Background: an optimization exercise with open tools, aiming at small area and a short achievable clock period. Do not read the settings as production practice.
RTL that was checked went through simulation tests only; none was proved equivalent to the original.
No activity file was given, so power comes from the tool's default toggle rates.

Setup of run A:
==> module acs_unit, before the edit <==
module acs_unit (
	input  logic                     run,
	input  logic                     decision,
	input  logic [10-1:0] pm_upper,
	input  logic [10-1:0] pm_lower,
	input  logic [6-1:0] bm_upper,
	input  logic [6-1:0] bm_lower,
	output logic [10-1:0] pm_out
);
	logic [10-1:0] pm_sel;
	logic [6-1:0] bm_sel;
	assign pm_sel = decision ? pm_lower : pm_upper;
	assign bm_sel = decision ? bm_lower : bm_upper;
	assign pm_out = run ? pm_sel + {{(10-6){1'b0}}, bm_sel} : '0;
endmodule
==> module path_metric_store, before the edit <==
module path_metric_store (
	input  logic                                     clk,
	input  logic                                     reset_n,
	input  logic [8*6-1:0]               bm_in,
	input  logic [64*10-1:0] new_metrics,
	output logic                                     phase,
	output logic                                     phase_a,
	output logic                                     run,
	output logic [8*6-1:0]               bm_set,
	output logic [4*(6+1)-1:0]           bm_delta,
	output logic [64*10-1:0] old_metrics
);
	always_ff @(posedge clk or negedge reset_n) begin
		if (!reset_n) begin
			phase <= 1'b0;
		end else begin
			phase <= ~phase;
		end
	end
	always_ff @(posedge clk or negedge reset_n) begin
		if (!reset_n) begin
			phase_a <= 1'b1;
		end else begin
			phase_a <= ~phase_a;
		end
	end
	always_ff @(posedge clk or negedge reset_n) begin
		if (!reset_n) begin
			run <= 1'b0;
		end else begin
			run <= 1'b1;
		end
	end
	always_ff @(posedge clk) begin
		if (!phase) begin
			bm_set <= bm_in;
		end
	end
	always_ff @(posedge clk) begin
		if (!phase) begin
			for (int l = 0; l < 4; l++) begin
				bm_delta[l*(6+1) +: 6+1] <=
					{1'b0, bm_in[(7-l)*6 +: 6]} -
					{1'b0, bm_in[l*6 +: 6]};
			end
		end
	end
	always_ff @(posedge clk) begin
		if (!phase) begin
			old_metrics <= new_metrics;
		end
	end
endmodule
==> module decision_register, before the edit <==
module decision_register (
	input  logic                       clk,
	input  logic                       reset_n,
	input  logic                       phase,
	input  logic [64-1:0] decisions,
	output logic [64-1:0] sel_out,
	output logic [64-1:0] sel_int
);
	always_ff @(posedge clk) begin
		if (phase) begin
			sel_int <= decisions;
		end
	end
	always_ff @(posedge clk or negedge reset_n) begin
		if (!reset_n) begin
			sel_out <= '0;
		end else if (phase) begin
			sel_out <= decisions;
		end
	end
endmodule
==> module viterbi_pmu, before the edit <==
module viterbi_pmu (
	input  logic                       clk,
	input  logic                       reset_n,
	input  logic [6-1:0]   bm_000,
	input  logic [6-1:0]   bm_001,
	input  logic [6-1:0]   bm_010,
	input  logic [6-1:0]   bm_011,
	input  logic [6-1:0]   bm_100,
	input  logic [6-1:0]   bm_101,
	input  logic [6-1:0]   bm_110,
	input  logic [6-1:0]   bm_111,
	output logic [64-1:0] sel_out,
	output logic                       clk_div2_out
);
	logic [8*6-1:0]                 bm_in;
	logic [8*6-1:0]                 bm_set;
	logic [4*(6+1)-1:0]             bm_delta;
	logic                                       phase;
	logic                                       phase_a;
	logic                                       run;
	logic [64*10-1:0]   old_metrics;
	logic [64*10-1:0]   new_metrics;
	logic [64-1:0]                 decisions;
	logic [64-1:0]                 sel_int;
	assign bm_in = {bm_111, bm_110, bm_101, bm_100, bm_011, bm_010, bm_001, bm_000};
	assign clk_div2_out = phase_a;
	acs_bank u_acs_bank (
		.run         (run),
		.bm_set      (bm_set),
		.bm_delta    (bm_delta),
		.old_metrics (old_metrics),
		.sel         (sel_int),
		.new_metrics (new_metrics),
		.decisions   (decisions)
	);
	path_metric_store u_path_metric_store (
		.clk         (clk),
		.reset_n     (reset_n),
		.bm_in       (bm_in),
		.new_metrics (new_metrics),
		.phase       (phase),
		.phase_a     (phase_a),
		.run         (run),
		.bm_set      (bm_set),
		.bm_delta    (bm_delta),
		.old_metrics (old_metrics)
	);
	decision_register u_decision_register (
		.clk       (clk),
		.reset_n   (reset_n),
		.phase     (phase),
		.decisions (decisions),
		.sel_out   (sel_out),
		.sel_int   (sel_int)
	);
endmodule
Settings: LEC_CHECK=0, ABC_CLOCK_PERIOD_IN_PS=3200, CAP_MARGIN=20, CORE_MARGIN=2, CORE_UTILIZATION=40, SETUP_SLACK_MARGIN=3.0, SLEW_MARGIN=20; clock period 6.2 ns.
run.sh (not shown) runs the stock make flow with config.mk's settings and CLKGATE_MAP_FILE= SYNTH_SCRIPT=/design/flow/synth_recipe.tcl, a recipe that flattens the netlist after the stock synthesis.
Setup changes, run A to run B
==> flow/design.v, changed modules only <==
module acs_unit (
	input  logic                     run,
	input  logic                     decision,
	input  logic [10-1:0] pm_upper,
	input  logic [10-1:0] pm_lower,
	input  logic [6-1:0] bm_upper,
	input  logic [6-1:0] bm_lower,
	output logic [10-1:0] pm_out
);
	logic [10-1:0] pm_sel;
	logic [6-1:0] bm_sel;
	always_comb begin
		pm_sel = '0;
		bm_sel = '0;
		if (run) begin
			pm_sel = decision ? pm_lower : pm_upper;
			bm_sel = decision ? bm_lower : bm_upper;
		end
	end
	assign pm_out = pm_sel + {{(10-6){1'b0}}, bm_sel};
endmodule
module path_metric_store (
	input  logic                                     clk,
	input  logic                                     reset_n,
	input  logic [8*6-1:0]               bm_in,
	input  logic [64*10-1:0] new_metrics,
	output logic                                     phase,
	output logic                                     run,
	output logic [8*6-1:0]               bm_set,
	output logic [4*(6+1)-1:0]           bm_delta,
	output logic [64*10-1:0] old_metrics
);
	always_ff @(posedge clk or negedge reset_n) begin
		if (!reset_n) begin
			phase <= 1'b0;
		end else begin
			phase <= ~phase;
		end
	end
	always_ff @(posedge clk or negedge reset_n) begin
		if (!reset_n) begin
			run <= 1'b0;
		end else begin
			run <= 1'b1;
		end
	end
	always_ff @(posedge clk) begin
		if (!phase) begin
			bm_set <= bm_in;
		end
	end
	always_ff @(posedge clk) begin
		if (!phase) begin
			for (int l = 0; l < 4; l++) begin
				bm_delta[l*(6+1) +: 6+1] <=
					{1'b0, bm_in[(7-l)*6 +: 6]} -
					{1'b0, bm_in[l*6 +: 6]};
			end
		end
	end
	always_ff @(posedge clk) begin
		if (!phase) begin
			old_metrics <= new_metrics;
		end
	end
endmodule
module decision_register (
	input  logic                       clk,
	input  logic                       reset_n,
	input  logic                       phase,
	input  logic [64-1:0] decisions,
	output logic [64-1:0] sel_out
);
	always_ff @(posedge clk or negedge reset_n) begin
		if (!reset_n) begin
			sel_out <= '0;
		end else if (phase) begin
			sel_out <= decisions;
		end
	end
endmodule
module viterbi_pmu (
	input  logic                       clk,
	input  logic                       reset_n,
	input  logic [6-1:0]   bm_000,
	input  logic [6-1:0]   bm_001,
	input  logic [6-1:0]   bm_010,
	input  logic [6-1:0]   bm_011,
	input  logic [6-1:0]   bm_100,
	input  logic [6-1:0]   bm_101,
	input  logic [6-1:0]   bm_110,
	input  logic [6-1:0]   bm_111,
	output logic [64-1:0] sel_out,
	output logic                       clk_div2_out
);
	logic [8*6-1:0]                 bm_in;
	logic [8*6-1:0]                 bm_set;
	logic [4*(6+1)-1:0]             bm_delta;
	logic                                       phase;
	logic                                       run;
	logic [64*10-1:0]   old_metrics;
	logic [64*10-1:0]   new_metrics;
	logic [64-1:0]                 decisions;
	assign bm_in = {bm_111, bm_110, bm_101, bm_100, bm_011, bm_010, bm_001, bm_000};
	assign clk_div2_out = ~phase;
	acs_bank u_acs_bank (
		.run         (run),
		.bm_set      (bm_set),
		.bm_delta    (bm_delta),
		.old_metrics (old_metrics),
		.sel         (sel_out),
		.new_metrics (new_metrics),
		.decisions   (decisions)
	);
	path_metric_store u_path_metric_store (
		.clk         (clk),
		.reset_n     (reset_n),
		.bm_in       (bm_in),
		.new_metrics (new_metrics),
		.phase       (phase),
		.run         (run),
		.bm_set      (bm_set),
		.bm_delta    (bm_delta),
		.old_metrics (old_metrics)
	);
	decision_register u_decision_register (
		.clk       (clk),
		.reset_n   (reset_n),
		.phase     (phase),
		.decisions (decisions),
		.sel_out   (sel_out)
	);
endmodule
- Route | run B vs run A | wire shorter in run B
- Summary: area after synthesis, run B worse than run A
- Going from run A to run B, post-layout minimum cycle time grows by 0.027 ns.
- Looking at path category of the worst min-delay check, the primary input to asynchronous set/reset pin result is from run B; the flop to flop one comes from run A.
- The higher number of multi-input logic gates of run A and run B is in run B.
- Part of the power in combinational logic | run B above run A
- Taking run A as the reference point, the fraction of area in registers of run B falls by 1.7 points.
- Run B: overall routing resource usage is 1.4 points lower than what run A reported.
- Diff run A -> run B | non-clock buffer count | decrease of 138
- Total power of run B falls short of that of run A by a few percent.
- [run B vs run A] sum of buffers and inverters on the critical path: higher in run B
- In run B, the total of clock buffers placed in the layout came out about 6.4% below the value in run A.
- Looking only at delay of the slowest critical-path stage, and setting everything else aside, the higher value of run A and run B goes to run A.
For run B, only the layout was checked, not whether the RTL still works.

## static timing again, ports no longer ideal
Ports are ideal in the flow. The routed layouts listed here were re-timed in OpenROAD. Step 1: set_driving_cell puts a clkbuf_16 on clk and a buf_2 on each other input, an assumption about the parent block. Step 2 moves the port delays by t, midway between the first and last clock arrival at a register: inputs arrive t later, outputs are due t later. That takes back most of the time a late clock gives input paths. Slacks: ideal / step 1 / step 2; pairs: ideal / step 1.
| run | t (ns) | setup WS [ns] | worst register clock-pin slew, ns | cell pins on the clock port's net |
|---|---|---|---|---|
| run A | 0.861 | 2.991 / 2.977 / 2.703 | 0.07 / 0.07 | 1 |
| run B | 0.857 | 2.964 / 2.955 / 2.745 | 0.07 / 0.07 | 1 |
After both steps every run listed still meets setup and hold. The setup slack of run A, which loses most, moves by -0.014 ns with the drivers and by -0.288 ns with both steps.
